From an optimization exercise on the open Yosys and OpenROAD flow, aimed at small area, a short achievable clock period and few clock cycles per item; shortcuts taken in it are not production practice.
Function was checked by simulation only, so behaviour that the tests miss may differ from the original.
Power is estimated from default activity; no workload was simulated.

## the previous run
==> module thread_id_deque_with_keyed_removal, before the edit <==
module thread_id_deque_with_keyed_removal (
    input  wire logic        clk,
    input  wire logic        rst_n,
    input  wire logic        cmd_valid,
    output logic             cmd_ready,
    input  wire logic [2:0]  cmd,
    input  wire logic [15:0] thread_id,
    output logic             rsp_valid,
    input  wire logic        rsp_ready,
    output logic      [1:0]  status,
    output logic      [15:0] result_id,
    output logic      [3:0]  position,
    output logic      [4:0]  entry_count
);
    localparam int N = 16;
    localparam int W = 16;
    logic          x_v;
    logic [2:0]    x_cmd;
    logic [W-1:0]  x_key;
    logic [N-1:0]  e;           
    logic          f_pf, f_pfnf, f_pb, f_of, f_ob, f_rm, f_fd;
    logic [W-1:0]  st [N];
    logic [4:0]    count;
    logic [N-1:0]  vld;
    logic          o_v;
    logic [21:0]   o_word;
    logic          ofree, fire, accept;
    logic          x_v_n;
    logic          g_pf, g_pfnf, g_pb, g_of, g_ob, g_rm, g_fd;
    logic [2:0]    cmd_n;
    logic [N-1:0]  pb_oh, tail_oh;
    logic [N-1:0]  lm;
    logic [N-1:0]  sl, sr, sk, sh;
    logic [N-1:0]  eq_raw, e_next;
    logic          eq_w;
    logic          full, empty, found, inc, dec;
    logic [W-1:0]  tail_val;
    logic [3:0]    pos;
    logic [N-1:0]  vld_next;
    logic [4:0]    cnt_next;
    logic [1:0]    x_stat;
    logic [W-1:0]  x_id;
    logic [3:0]    x_pos;
    logic [21:0]   x_word;
    assign ofree     = !o_v || rsp_ready;
    assign fire      = x_v && ofree;
    assign cmd_ready = !x_v || ofree;
    assign accept    = cmd_valid && cmd_ready;
    assign g_pf   = f_pf && ofree;
    assign g_pfnf = f_pfnf && ofree;
    assign g_pb   = f_pb && ofree;
    assign g_of   = f_of && ofree;
    assign g_ob   = f_ob && ofree;
    assign g_rm   = f_rm && ofree;
    assign g_fd   = f_fd && ofree;
    assign full  = vld[N-1];
    assign empty = !vld[0];
    always_comb
    begin
        for (int i = 0; i < N; i++)
        begin
            pb_oh[i]   = (i == 0) ? !vld[0] : (vld[(i + N - 1) % N] && !vld[i]);
            tail_oh[i] = (i == N - 1) ? vld[i] : (vld[i] && !vld[(i + 1) % N]);
        end
        for (int i = 0; i < N; i++)
            lm[i] = |(e & N'((32'd2 << i) - 32'd1));
    end
    assign found = lm[N-1];
    assign pos[3] = !lm[7];
    assign pos[2] = (!lm[3] && lm[7]) || !lm[11];
    assign pos[1] = (!lm[1] && lm[3]) || (!lm[5] && lm[7]) || (!lm[9] && lm[11]) || !lm[13];
    assign pos[0] = (!lm[0] && lm[1]) || (!lm[2] && lm[3]) || (!lm[4] && lm[5]) || (!lm[6] && lm[7])
                 || (!lm[8] && lm[9]) || (!lm[10] && lm[11]) || (!lm[12] && lm[13]) || !lm[14];
    always_comb
    begin
        tail_val = '0;
        for (int i = 0; i < N; i++)
            tail_val = tail_val | ({W{tail_oh[i]}} & (st[i] ^ {W{i[0]}}));
    end
    always_comb
    begin
        for (int i = 0; i < N; i++)
        begin
            sl[i] = g_of || (g_rm && lm[i]);
            sr[i] = g_pfnf && (i != 0);
            sk[i] = (g_pfnf && (i == 0)) || (g_pb && pb_oh[i]);
            sh[i] = !(sl[i] || sr[i] || sk[i]);
        end
    end
    for (genvar i = 0; i < N; i++)
    begin : g_eq
        assign eq_raw[i] = (st[i] ^ {W{i % 2 == 1}}) == thread_id;
    end
    assign eq_w = x_key == thread_id;
    always_comb
    begin
        for (int i = 0; i < N; i++)
        begin
            logic k0, kl, kr;
            k0 = sh[i] && vld[i] && !(g_ob && tail_oh[i]);
            kr = sr[i] && vld[(i + N - 1) % N];
            kl = sl[i] && (i != N - 1) && vld[(i + 1) % N];
            e_next[i] = (sk[i] && eq_w)
                     || (kr && eq_raw[(i + N - 1) % N])
                     || (kl && eq_raw[(i + 1) % N])
                     || (k0 && eq_raw[i]);
        end
    end
    assign inc = g_pfnf || (g_pb && !full);
    assign dec = ((g_of || g_ob) && !empty) || (g_rm && found);
    always_comb
    begin
        logic [4:0] cnt_up, cnt_dn;
        cnt_up = count + 5'd1;
        cnt_dn = count - 5'd1;
        for (int i = 0; i < N; i++)
        begin
            if (inc)
                vld_next[i] = (i == 0) ? 1'b1 : vld[(i + N - 1) % N];
            else if (dec)
                vld_next[i] = (i == N - 1) ? 1'b0 : vld[(i + 1) % N];
            else
                vld_next[i] = vld[i];
        end
        cnt_next = inc ? cnt_up : dec ? cnt_dn : count;
    end
    always_comb
    begin
        x_stat[1] = (g_pf || g_pb) && full;
        x_stat[0] = ((g_of || g_ob) && empty) || ((g_rm || g_fd) && !found);
        x_id      = ({W{g_of && !empty}} & st[0])
                  | ({W{g_ob && !empty}} & tail_val)
                  | ({W{(g_rm || g_fd) && found}} & x_key);
        x_pos     = {4{(g_rm || g_fd) && found}} & pos;
        x_word    = {x_stat, x_id, x_pos};
    end
    for (genvar i = 0; i < N; i++)
    begin : g_slot
        logic [W-1:0] r_in, l_in, k_in;
        if (i == N - 1)
        begin : g_last
            assign r_in = '0;
        end
        else
        begin : g_mid_r
            assign r_in = st[i+1];
        end
        if (i == 0)
        begin : g_first
            assign l_in = '0;
        end
        else
        begin : g_mid_l
            assign l_in = st[i-1];
        end
        assign k_in = (i % 2 == 0) ? ~x_key : x_key;
        always_ff @(posedge clk)
        begin
            if (!sh[i])
                st[i] <= ~(({W{sl[i]}} & r_in) | ({W{sr[i]}} & l_in) | ({W{sk[i]}} & k_in));
        end
    end
    always_comb
    begin
        x_v_n = accept || (x_v && !fire);
        cmd_n = accept ? cmd : x_cmd;
    end
    always_ff @(posedge clk or negedge rst_n)
    begin
        if (!rst_n)
        begin
            x_v     <= 1'b0;
            o_v     <= 1'b0;
            count   <= '0;
            vld     <= '0;
            f_pf    <= 1'b0;
            f_pfnf  <= 1'b0;
            f_pb    <= 1'b0;
            f_of    <= 1'b0;
            f_ob    <= 1'b0;
            f_rm    <= 1'b0;
            f_fd    <= 1'b0;
        end
        else
        begin
            x_v     <= x_v_n;
            o_v     <= fire || (o_v && !rsp_ready);
            if (fire)
            begin
                count <= cnt_next;
                vld   <= vld_next;
            end
            f_pf    <= x_v_n && (cmd_n == 3'd0);
            f_pfnf  <= x_v_n && (cmd_n == 3'd0) && !(fire ? vld_next[N-1] : vld[N-1]);
            f_pb    <= x_v_n && (cmd_n == 3'd1);
            f_of    <= x_v_n && (cmd_n == 3'd2);
            f_ob    <= x_v_n && (cmd_n == 3'd3);
            f_rm    <= x_v_n && (cmd_n == 3'd4);
            f_fd    <= x_v_n && (cmd_n == 3'd5);
        end
    end
    always_ff @(posedge clk)
    begin
        if (accept)
        begin
            x_cmd <= cmd;
            x_key <= thread_id;
            e     <= e_next;
        end
        if (fire)
            o_word <= x_word;
    end
    assign rsp_valid   = o_v;
    assign status      = o_word[21:20];
    assign result_id   = o_word[19:4];
    assign position    = o_word[3:0];
    assign entry_count = count;
endmodule
make LEC_CHECK=0 CAP_MARGIN=20 CORE_MARGIN=2 CORE_UTILIZATION=45 SETUP_SLACK_MARGIN=2.8 SLEW_MARGIN=20 TNS_END_PERCENT=20 finish   # period 5.0 ns
run.sh (not shown) runs the stock make flow with config.mk's settings and CLKGATE_MAP_FILE= SYNTH_SCRIPT=/design/flow/synth_recipe.tcl, a recipe that flattens the netlist after the stock synthesis.
The previous run: flow completed, timing, DRC and antenna clean
Testbench counts of the previous run, summed over its fixed seeds: cycles 4,816, items 4,800.
#### Input delta (the current run over the previous run)
-- flow/design.v --
<<< the previous run, line 59
    logic [N-1:0]  vld;
    logic          o_v;
    logic [21:0]   o_word;
    logic          ofree, fire, accept;
    logic          x_v_n;
>>> the current run, line 59
    logic [N-1:0]  vld;
    logic          o_v;
    logic [26:0]   o_word;
    logic          ofree, fire, accept;
    logic          x_v_n;
<<< the previous run, line 77
    logic [W-1:0]  x_id;
    logic [3:0]    x_pos;
    logic [21:0]   x_word;
    assign ofree     = !o_v || rsp_ready;
    assign fire      = x_v && ofree;
>>> the current run, line 77
    logic [W-1:0]  x_id;
    logic [3:0]    x_pos;
    logic [26:0]   x_word;
    assign ofree     = !o_v || rsp_ready;
    assign fire      = x_v && ofree;
<<< the previous run, line 168
                  | ({W{(g_rm || g_fd) && found}} & x_key);
        x_pos     = {4{(g_rm || g_fd) && found}} & pos;
        x_word    = {x_stat, x_id, x_pos};
    end
    for (genvar i = 0; i < N; i++)
>>> the current run, line 168
                  | ({W{(g_rm || g_fd) && found}} & x_key);
        x_pos     = {4{(g_rm || g_fd) && found}} & pos;
        x_word    = {x_stat, x_id, x_pos, cnt_next};
    end
    for (genvar i = 0; i < N; i++)
<<< the previous run, line 247
    end
    assign rsp_valid   = o_v;
    assign status      = o_word[21:20];
    assign result_id   = o_word[19:4];
    assign position    = o_word[3:0];
    assign entry_count = count;
endmodule
`default_nettype wire
>>> the current run, line 247
    end
    assign rsp_valid   = o_v;
    assign status      = o_word[26:25];
    assign result_id   = o_word[24:9];
    assign position    = o_word[8:5];
    assign entry_count = o_word[4:0];
endmodule
`default_nettype wire
### Flow results
Core utilization of the finished layout ends up lower on the previous run.
On the current run: maximum vdd ir drop is about 3.7% higher than what the previous run gave.
cmd_ready as the termination of the worst setup path was reported by the current run, and o_word[5] by the previous run.
Measured against each other, the previous run and the current run differ in power drawn by the combinational cells, the lower figure coming from the current run.
Lower critical path depth among the previous run and the current run: the current run
Ratio of total power to cell area was higher in the run labelled the previous run.
met1 usage sits lower in the current run than in the previous run.
Compared the previous run against the current run; clock latency reported for the late side of the worst-skew pair within noise.
The current run vs the previous run: initial antenna violation count up
In the tables for the previous run and the current run, met2 layer wire length in the routed design reads higher with the previous run.
NOTE: synthesized-area fraction occupied by xor and xnor cells in the current run exceeds that of the previous run
In the reports for the previous run and the current run, the smaller number of enable-type register cells in the synthesized netlist belongs to the previous run.
~same power in the previous run and the current run
The current run — global-route wire length before repair 4.4% lower, the previous run as reference
Testbench counts of the current run, summed over its fixed seeds: cycles 4,816, items 4,800.

afterwards: timing with drivers on the ports:
Ports are ideal in the flow. The routed layouts listed here were re-timed in OpenROAD.
Step 1 sets driving cells, clkbuf_16 on the clock port and buf_2 on the other inputs (assumed; they add their load-dependent delay and slew).
Step 2 times the ports against the registers' clock, not the clock port: input delays grow and output delays shrink by t, the midpoint of the rising clock arrivals with the driver on.
a / b / c = ideal / step 1 / step 2; a / b = the first two.
run	t (ns)	setup slack, ns	clock arrival spread, ns	worst register clock-pin slew, ns
the previous run	0.626	2.492 / 2.492 / 1.943	0.017 / 0.018	0.07 / 0.07
the current run	0.633	2.520 / 2.487 / 2.005	0.027 / 0.027	0.07 / 0.07
After both steps every run listed still meets setup and hold. The setup slack of the previous run, which loses most, moves by 0.000 ns with the drivers and by -0.549 ns with both steps.
